Source: an optimization exercise on an open RTL-to-GDS flow (aim: small area and a short achievable clock period). Production flows keep margins and buffers that such runs may drop.
The RTL was checked by simulation tests, not by an equivalence proof against the original design.
Power figures rest on the tool's default switching activity, not on a simulated workload.

## run 1
==> flow/design.v (excerpt) <==
module hpm_counters #(
  parameter int XLEN         = 32,
  parameter int CNT_LEN      = 64,
  parameter int N_HPM        = 4,
  parameter int N_EVENTS     = 8,
  parameter int CSR_CMD_LEN  = 3,
  parameter int CSR_ADDR_LEN = 12
) (
  input  logic                    clk,
  input  logic                    reset,
  input  logic [CSR_CMD_LEN-1:0]  cmd,
  input  logic [CSR_ADDR_LEN-1:0] addr,
  input  logic [XLEN-1:0]         wdata,
  input  logic                    retire,
  input  logic [N_EVENTS-1:0]     events,
  output logic [XLEN-1:0]         rdata,
  output logic                    illegal,
  output logic                    ovf_irq
);
Size: roughly 3100 cells after synthesis, ~480 flip-flops, about 92 I/O pins, ~0.028 mm^2 of cells after synthesis.
==> flow/config.mk <==
export PLATFORM = sky130hd
export DESIGN_NAME = hpm_counters
export DESIGN_NICKNAME = hpm_counters
export VERILOG_FILES = /design/flow/design.v
export SDC_FILE = /design/flow/constraint.sdc
export NUM_CORES = 4
export LEC_CHECK = 0
export CAP_MARGIN = 5
export CORE_MARGIN = 2
export CORE_UTILIZATION = 30
export CTS_BUF_LIST = sky130_fd_sc_hd__clkbuf_4
export CTS_CLUSTER_DIAMETER = 40
export CTS_CLUSTER_SIZE = 8
export SETUP_SLACK_MARGIN = 4.0
export SLEW_MARGIN = 5
==> flow/constraint.sdc <==
create_clock -name core_clock -period 10.0 [get_ports {clk}]
set_input_delay 2.0000 -clock core_clock [delete_from_list [all_inputs] [get_ports {clk}]]
set_output_delay 2.0000 -clock core_clock [all_outputs]
set_load 0.01 [all_outputs]
standard.sh (not shown) runs the stock make flow with config.mk's settings and CLKGATE_MAP_FILE= SYNTH_SCRIPT=/design/flow/synth_recipe.tcl, a recipe that flattens the netlist after the stock synthesis.
==> flow/flow/run.sh <==
#!/bin/bash
set -o pipefail
bash standard.sh MATCH_CELL_FOOTPRINT=0 \
  BUFFER_PORTS_ARGS="-buffer_cell sky130_fd_sc_hd__buf_1" finish > flow_make.log 2>&1
Input changes introduced in run 2 (baseline for comparison: run 1):
- a change of SETUP_SLACK_MARGIN from 4.0 to 3.8
Results
- Going from run 1 to run 2, register fraction of the total cell area grows by 0.23 points.
- Run 2 reports its cell with the biggest individual delay on the critical path as sky130_fd_sc_hd__and4b_2 while run 1 reports sky130_fd_sc_hd__and3b_4.
- Run 2 and run 1 ended up with nearly the same power.
- Run 1 → run 2: buffering overhead lower, setup slack lower, final clock period utilization by the worst path higher, net count of the finished layout roughly the same, power share of the combinational group lower.
- Run 2: critical path depth lower than run 1
> inputs changed (run 2 -> run 3)
- clearing CTS_CLUSTER_DIAMETER, which used to be 40
- swapping 3.8 for 4.0 in SETUP_SLACK_MARGIN
- clearing CTS_CLUSTER_SIZE, which used to be 8
- swapping 5 for 20 in CAP_MARGIN
- swapping 5 for 20 in SLEW_MARGIN
==> flow/run.sh (new file) <==
#!/bin/bash
# synth_recipe.tcl (not shown) runs the flow's synth.tcl, then flattens the netlist and writes it again
# the make line also repeats each setting of config.mk as NAME=value (left out here)
make -C /OpenROAD-flow-scripts/flow DESIGN_CONFIG=/design/flow/config.mk WORK_HOME=/design/flow/orfs CLKGATE_MAP_FILE= SYNTH_SCRIPT=/design/flow/synth_recipe.tcl finish
removed: flow/flow/run.sh
removed: flow/standard.sh
[summary]
Run 2 completed every stage of the flow, and the final layout passed the timing, design-rule and antenna checks. Run 3 completed end to end with timing, DRC and antenna clean. Re total congestion overflow: no difference whatsoever between run 2 and run 3. Looking only at synthesis-to-finish area growth, and setting everything else aside, the higher value of run 2 and run 3 goes to run 3. Run comparison: run 3 critical path endpoint rdata[17]; run 2 critical path endpoint rdata[5]. Worst slack on hold paths came out higher on run 3 than on run 2. On tightest slew margin relative to the limit, run 2 loses to run 3. | total vias in the final route | run 3 vs run 2 | 3.9% higher |. Delta (run 3 minus run 2): detailed-routed wire length on met2 picked up an extra about 4.4%, setup slack has increased, instance count after placement with tap cells included comparable, total power picked up an extra 12%, design area up 6.1%. In the tables for run 2 and run 3, met3 routing resource usage after global routing reads higher with run 3.

## north
hpm_counters again, from the RTL that the note above started with.
Settings: LEC_CHECK=0, CAP_MARGIN=20, CORE_MARGIN=2, CORE_UTILIZATION=30, CTS_BUF_LIST=sky130_fd_sc_hd__clkbuf_4, SETUP_SLACK_MARGIN=4.0, SLEW_MARGIN=20; clock period 10.0 ns.
==> flow/flow/run.sh <==
#!/bin/bash
set -o pipefail
bash standard.sh MATCH_CELL_FOOTPRINT=0 \
  BUFFER_PORTS_ARGS="-buffer_cell sky130_fd_sc_hd__buf_2" finish > flow_make.log 2>&1
The final layout from north, which completed every stage, passed the timing, design-rule and antenna checks at the end of the flow.
#### Input delta (south over north)
Settings: SLEW_MARGIN changed from 20 to 0; CTS_CLUSTER_SIZE newly set to 8; CTS_CLUSTER_DIAMETER newly set to 40; CAP_MARGIN changed from 20 to 0.
==> flow/flow/run.sh <==
#!/bin/bash
set -o pipefail
bash standard.sh MATCH_CELL_FOOTPRINT=0 \
  BUFFER_PORTS_ARGS="-buffer_cell sky130_fd_sc_hd__buf_1" finish > flow_make.log 2>&1
[summary]
south finished every stage and its layout cleared the timing, design-rule and antenna checks.
No stage failed in north, and the final checks on the layout all came back clean.
south vs north: non-clock buffer count down in south
Changes observed in south relative to north: number of H-tree levels went down by 1, multi-input logic portion of the cell area went up 1.1 points.
Relative to north, south improves via count.
Wire length on met2: south < north
south reports a lower final design area excluding fillers than north does.
Comparing south and north, the higher post-CTS setup buffer count was measured on north.
For final total power, dividing the value from north by the value from south gives 1.10.
[inputs] east vs south
Settings: SLEW_MARGIN now 20, was 0; CAP_MARGIN now 20, was 0; CORE_UTILIZATION now 50, was 30.
==> flow/flow/run.sh <==
#!/bin/bash
set -o pipefail
bash standard.sh MATCH_CELL_FOOTPRINT=0 \
  BUFFER_PORTS_ARGS="-buffer_cell sky130_fd_sc_hd__buf_2" finish > flow_make.log 2>&1
[summary]
Core footprint for east: 40% down relative to south
east has shortest clock period the worst path allows after layout above what south had.
There was hardly any difference in post-synthesis to final-layout area growth between east and south.
~same part of the power in combinational logic in east and south
Worst-path cell with the longest stage delay: nor2b_2 -> east, and3b_4 -> south
Taking south as the reference, in east pre-CTS worst setup slack decreased by 0.20 ns relative to the old numbers; fill cell instance count of the final layout decreased by 47% relative to the old numbers; non-clock buffer count increased by 18 relative to the old numbers; number of standard cells in the final layout excluding fillers decreased by 455 relative to the old numbers; all-layer global routing usage increased by 17 points relative to the old numbers.
From south to east the numbers moved as follows: setup slack of the critical path after layout has decreased; half-perimeter wire length after placement rose by 5000 um.
The following lists how west was set up differently from east:
Settings: a change of CORE_UTILIZATION from 50 to 30; a change of CAP_MARGIN from 20 to 5; a change of SLEW_MARGIN from 20 to 5.
==> flow/flow/run.sh <==
#!/bin/bash
set -o pipefail
bash standard.sh MATCH_CELL_FOOTPRINT=0 \
  BUFFER_PORTS_ARGS="-buffer_cell sky130_fd_sc_hd__buf_1" SKIP_GATE_CLONING=1 finish > flow_make.log 2>&1
The final layouts of west and east pass the timing, design-rule and antenna checks. Compared with east, west shows non-clock buffer count that has gone up slightly. On routed wire length, west does better than east. Going from east to west, the number of antenna violations at the first check in global routing was found to have gone down by 1. | number of nets at the end of the flow | higher: east |. Proportion of power drawn by flip-flops and latches was higher in west than in east. Going from east to west, normalized max-slew margin dropped 3.1 points; final worst-path cycle share now sits at about the same level; sum of routed wire segments on met1 now smaller.

hpm_counters again, from the RTL that the note above started with.
clock: 10.0 ns
lec_check: 0
cap_margin: 5
core_margin: 2
core_utilization: 30
cts_buf_list: sky130_fd_sc_hd__clkbuf_4
cts_cluster_diameter: 40
cts_cluster_size: 8
setup_slack_margin: 4.0
slew_margin: 5
tns_end_percent: 5
==> flow/flow/run.sh <==
#!/bin/bash
set -o pipefail
bash standard.sh MATCH_CELL_FOOTPRINT=0 \
  BUFFER_PORTS_ARGS="-buffer_cell sky130_fd_sc_hd__buf_1" finish > flow_make.log 2>&1
Rerun with:
--- a/flow/config.mk
+++ b/flow/config.mk
@@ -9,3 +9,3 @@
 export CORE_MARGIN = 2
-export CORE_UTILIZATION = 30
+export CORE_UTILIZATION = 40
 export CTS_BUF_LIST = sky130_fd_sc_hd__clkbuf_4
@@ -15,2 +15 @@
 export SLEW_MARGIN = 5
-export TNS_END_PERCENT = 5
Result: Combinational power is higher by a few percent; worst hold slack improved by 0.021 ns; global-route usage is higher by 7.9 points; via count is higher slightly; power is higher slightly; routed wire length is higher by a few percent; synthesized area does not change.
Rerun with:
==> flow/flow/run.sh (replaced) <==
#!/bin/bash
set -o pipefail
bash standard.sh MATCH_CELL_FOOTPRINT=0 REMOVE_ABC_BUFFERS=1 \
  BUFFER_PORTS_ARGS="-buffer_cell sky130_fd_sc_hd__buf_1" finish > flow_make.log 2>&1
--- a/flow/config.mk
+++ b/flow/config.mk
@@ -9,3 +9,3 @@
 export CORE_MARGIN = 2
-export CORE_UTILIZATION = 40
+export CORE_UTILIZATION = 30
 export CTS_BUF_LIST = sky130_fd_sc_hd__clkbuf_4
=> Worst hold slack loses 0.0076 ns; design area climbs by 2.6%; register-to-register slack gains 0.17 ns; via count climbs by 0.82%; clock power climbs by 17%; sequential share of layout area drops by 0.94 points; core utilization drops by 11 points; synthesized area does not change; setup slack loses 0.041 ns; critical path depth climbs by 2; total power climbs by 6.7%.
Rerun with:
==> flow/flow/run.sh (replaced) <==
#!/bin/bash
set -o pipefail
bash standard.sh MATCH_CELL_FOOTPRINT=0 \
  BUFFER_PORTS_ARGS="-buffer_cell sky130_fd_sc_hd__buf_1" finish > flow_make.log 2>&1
--- a/flow/config.mk
+++ b/flow/config.mk
@@ -12,3 +12,3 @@
 export CTS_CLUSTER_DIAMETER = 40
-export CTS_CLUSTER_SIZE = 8
+export CTS_CLUSTER_SIZE = 10
 export SETUP_SLACK_MARGIN = 4.0
Effect: The new run finished clean. Routed wire length went down by 3.2%. Utilization went down by 0.46 points. Final cell count went down by about 1.4%. Via count went down by about 2.2%. Non-clock buffer count went down by 16.
Rerun with:
==> flow/run.sh (new file) <==
#!/bin/bash
# synth_recipe.tcl (not shown) runs the flow's synth.tcl, then flattens the netlist and writes it again
# the make line also repeats each setting of config.mk as NAME=value (left out here)
make -C /OpenROAD-flow-scripts/flow DESIGN_CONFIG=/design/flow/config.mk WORK_HOME=/design/flow/orfs CLKGATE_MAP_FILE= SYNTH_SCRIPT=/design/flow/synth_recipe.tcl finish
==> flow/config.mk (replaced) <==
export PLATFORM = sky130hd
export DESIGN_NAME = hpm_counters
export DESIGN_NICKNAME = hpm_counters
export VERILOG_FILES = /design/flow/design.v
export SDC_FILE = /design/flow/constraint.sdc
export NUM_CORES = 4
export LEC_CHECK = 0
export CAP_MARGIN = 20
export CORE_MARGIN = 2
export CORE_UTILIZATION = 30
export CTS_BUF_LIST = sky130_fd_sc_hd__clkbuf_4 sky130_fd_sc_hd__clkbuf_8
export SETUP_SLACK_MARGIN = 3.5
export SLEW_MARGIN = 20
removed: flow/flow/run.sh
removed: flow/standard.sh
Result:
- global-route usage came out higher by 0.45 points
- non-clock buffer count is lower by 19
- routed wire length increases slightly
- utilization went up by 0.93 points
- total power increases by roughly a tenth
- via count went up slightly
- worst setup slack loses 0.56 ns
- sequential share of layout area drops by 0.98 points
- clock-buffer cell count is higher by 52

== main ==
hpm_counters again, from the RTL that the note above started with.
export LEC_CHECK = 0
export CAP_MARGIN = 20
export CORE_MARGIN = 2
export CORE_UTILIZATION = 30
export CTS_BUF_LIST = sky130_fd_sc_hd__clkbuf_4
export CTS_CLUSTER_DIAMETER = 40
export CTS_CLUSTER_SIZE = 8
export SETUP_SLACK_MARGIN = 4.3
export SLEW_MARGIN = 20
create_clock -name core_clock -period 10.0 [get_ports {clk}]
==> flow/flow/run.sh <==
#!/bin/bash
set -o pipefail
bash standard.sh MATCH_CELL_FOOTPRINT=0 \
  BUFFER_PORTS_ARGS="-buffer_cell sky130_fd_sc_hd__buf_2" finish > flow_make.log 2>&1
What the feature branch does differently from main at the input level:
- CAP_MARGIN: 20 -> 5
- SETUP_SLACK_MARGIN: 4.3 -> 3.9
- SLEW_MARGIN: 20 -> 5
==> flow/flow/run.sh <==
#!/bin/bash
set -o pipefail
bash standard.sh MATCH_CELL_FOOTPRINT=0 \
  BUFFER_PORTS_ARGS="-buffer_cell sky130_fd_sc_hd__buf_1" finish > flow_make.log 2>&1
- Looking only at average wire per standard cell, and setting everything else aside, the lower value of the feature branch and main goes to the feature branch.
- The fmax of the feature branch was inferior to that of main.
- Comparing critical path depth for the feature branch and main, the bigger number came from main.
- The setup slack number comes out lower for the feature branch vs main.
- Sequential share of layout area, the feature branch and main, higher one = the feature branch.
- Relative to main, clock buffer count in the final layout decreased by 8 in the feature branch.
- Final critical-path required period (the feature branch over main): increase, 0.24 ns

Starting RTL as in the previous note.
## hpm_counters
module hpm_counters #(
  parameter int XLEN         = 32,
  parameter int CNT_LEN      = 64,
  parameter int N_HPM        = 4,
  parameter int N_EVENTS     = 8,
  parameter int CSR_CMD_LEN  = 3,
  parameter int CSR_ADDR_LEN = 12
) (
  input  logic                    clk,
  input  logic                    reset,
  input  logic [CSR_CMD_LEN-1:0]  cmd,
  input  logic [CSR_ADDR_LEN-1:0] addr,
  input  logic [XLEN-1:0]         wdata,
  input  logic                    retire,
  input  logic [N_EVENTS-1:0]     events,
  output logic [XLEN-1:0]         rdata,
  output logic                    illegal,
  output logic                    ovf_irq
);
==> flow/config.mk <==
export PLATFORM = sky130hd
export DESIGN_NAME = hpm_counters
export DESIGN_NICKNAME = hpm_counters
export VERILOG_FILES = /design/flow/design.v
export SDC_FILE = /design/flow/constraint.sdc
export NUM_CORES = 4
export LEC_CHECK = 0
export CAP_MARGIN = 5
export CORE_MARGIN = 2
export CORE_UTILIZATION = 30
export CTS_BUF_LIST = sky130_fd_sc_hd__clkbuf_2 sky130_fd_sc_hd__clkbuf_4
export CTS_CLUSTER_DIAMETER = 35
export CTS_CLUSTER_SIZE = 6
export SETUP_SLACK_MARGIN = 4.0
export SLEW_MARGIN = 5
==> flow/constraint.sdc <==
create_clock -name core_clock -period 10.0 [get_ports {clk}]
set_input_delay 2.0000 -clock core_clock [delete_from_list [all_inputs] [get_ports {clk}]]
set_output_delay 2.0000 -clock core_clock [all_outputs]
set_load 0.01 [all_outputs]
==> flow/flow/run.sh <==
#!/bin/bash
set -o pipefail
bash standard.sh MATCH_CELL_FOOTPRINT=0 \
  BUFFER_PORTS_ARGS="-buffer_cell sky130_fd_sc_hd__buf_1" finish > flow_make.log 2>&1
The starting point finished clean.
Then changed:
- CTS_BUF_LIST: sky130_fd_sc_hd__clkbuf_2 sky130_fd_sc_hd__clkbuf_4 -> sky130_fd_sc_hd__clkbuf_4
- CTS_CLUSTER_DIAMETER: 35 -> 40
- CTS_CLUSTER_SIZE: 6 -> 8
- GPL_TIMING_DRIVEN: unset -> 1
Result: The new run finished with timing, DRC and antenna clean. Total power came out lower by 2.0%. Worst hold slack gets better by 0.0045 ns. Final area is lower by 0.72%. Final cell count drops by 0.72%. Wire length barely changes. Die area is unchanged.
Then changed:
- GPL_TIMING_DRIVEN: 1 -> unset
- SETUP_SLACK_MARGIN: 4.0 -> 4.1
Fmax increases by 0.83%.
Non-clock buffer count increases by 79.
Core utilization increases by 1.0 points.
Wire length increases by 2.2%.
Clock power barely changes.
Via count increases by 2.5%.
Power increases by 0.88%.
Then changed:
==> flow/flow/run.sh (replaced) <==
#!/bin/bash
set -o pipefail
bash standard.sh MATCH_CELL_FOOTPRINT=0 \
  BUFFER_PORTS_ARGS="-buffer_cell sky130_fd_sc_hd__buf_2" finish > flow_make.log 2>&1
- CAP_MARGIN: 5 -> 20
- SETUP_SLACK_MARGIN: 4.1 -> 4.0
- SLEW_MARGIN: 5 -> 20
- final area fell by 2.1%
- sequential cell count stays the same
- clock skew fell by 0.068 ns
- total power fell by 0.39%
- clock-buffer cell count rose by 6
- sequential share of layout area rose by 0.76 points
- setup slack is worse by 0.069 ns
- via count fell by 2.3%
- wire length fell by 1.2%
- global-route usage rose by 0.26 points
- hold slack is about the same

-- afterwards: timing with drivers on the ports --
Ports are ideal in the flow. The routed layouts listed here were re-timed in OpenROAD. Step 1 (the two cells are an assumption about what drives the block):
set clk [get_ports {clk}]
set_driving_cell -lib_cell sky130_fd_sc_hd__clkbuf_16 $clk
set_driving_cell -lib_cell sky130_fd_sc_hd__buf_2 [delete_from_list [all_inputs] $clk]
Step 2 also shifts input and output timing later by t, the mid clock arrival at the registers, as if the neighbouring blocks saw the same clock. Slacks: ideal / step 1 / step 2; pairs: ideal / step 1.
run | t, ns | setup WS [ns] | worst slew at a driven data input, ns | cell pins on the clock port's net
run 1 | 0.968 | 4.000 / 3.888 / 3.438 | 0.27 | 1
run 2 | 0.974 | 3.770 / 3.703 / 3.036 | 0.06 | 1
run 3 | 1.092 | 3.970 / 3.728 / 3.049 | 0.26 | 1
north | 1.056 | 3.944 / 3.776 / 3.196 | 0.28 | 1
south | 0.968 | 4.000 / 3.888 / 3.438 | 0.27 | 1
east | 0.977 | 3.934 / 3.843 / 3.372 | 0.25 | 1
west | 0.960 | 3.947 / 3.896 / 3.337 | 0.09 | 1
the first run of note 3 | 0.962 | 3.941 / 3.864 / 3.370 | 0.10 | 1
the second run of note 3 | 0.934 | 4.000 / 3.842 / 3.275 | 0.26 | 1
the third run of note 3 | 0.984 | 3.959 / 3.771 / 3.348 | 0.27 | 1
the fourth run of note 3 | 0.949 | 4.004 / 3.836 / 3.482 | 0.26 | 1
the fifth run of note 3 | 0.768 | 3.448 / 3.362 / 2.874 | 0.11 | 1
main | 0.959 | 4.130 / 3.911 / 3.023 | 0.26 | 1
the feature branch | 0.962 | 3.888 / 3.845 / 3.117 | 0.07 | 1
the first run of note 5 | 0.991 | 4.005 / 3.868 / 3.410 | 0.23 | 1
the second run of note 5 | 0.968 | 4.000 / 3.888 / 3.438 | 0.27 | 1
the third run of note 5 | 0.977 | 4.050 / 3.854 / 3.125 | 0.25 | 1
the fourth run of note 5 | 0.947 | 3.981 / 3.821 / 3.264 | 0.28 | 1
After both steps setup and hold are still met in every run listed. The setup slack of main, which loses most, moves by -0.219 ns with the drivers and by -1.107 ns with both steps.
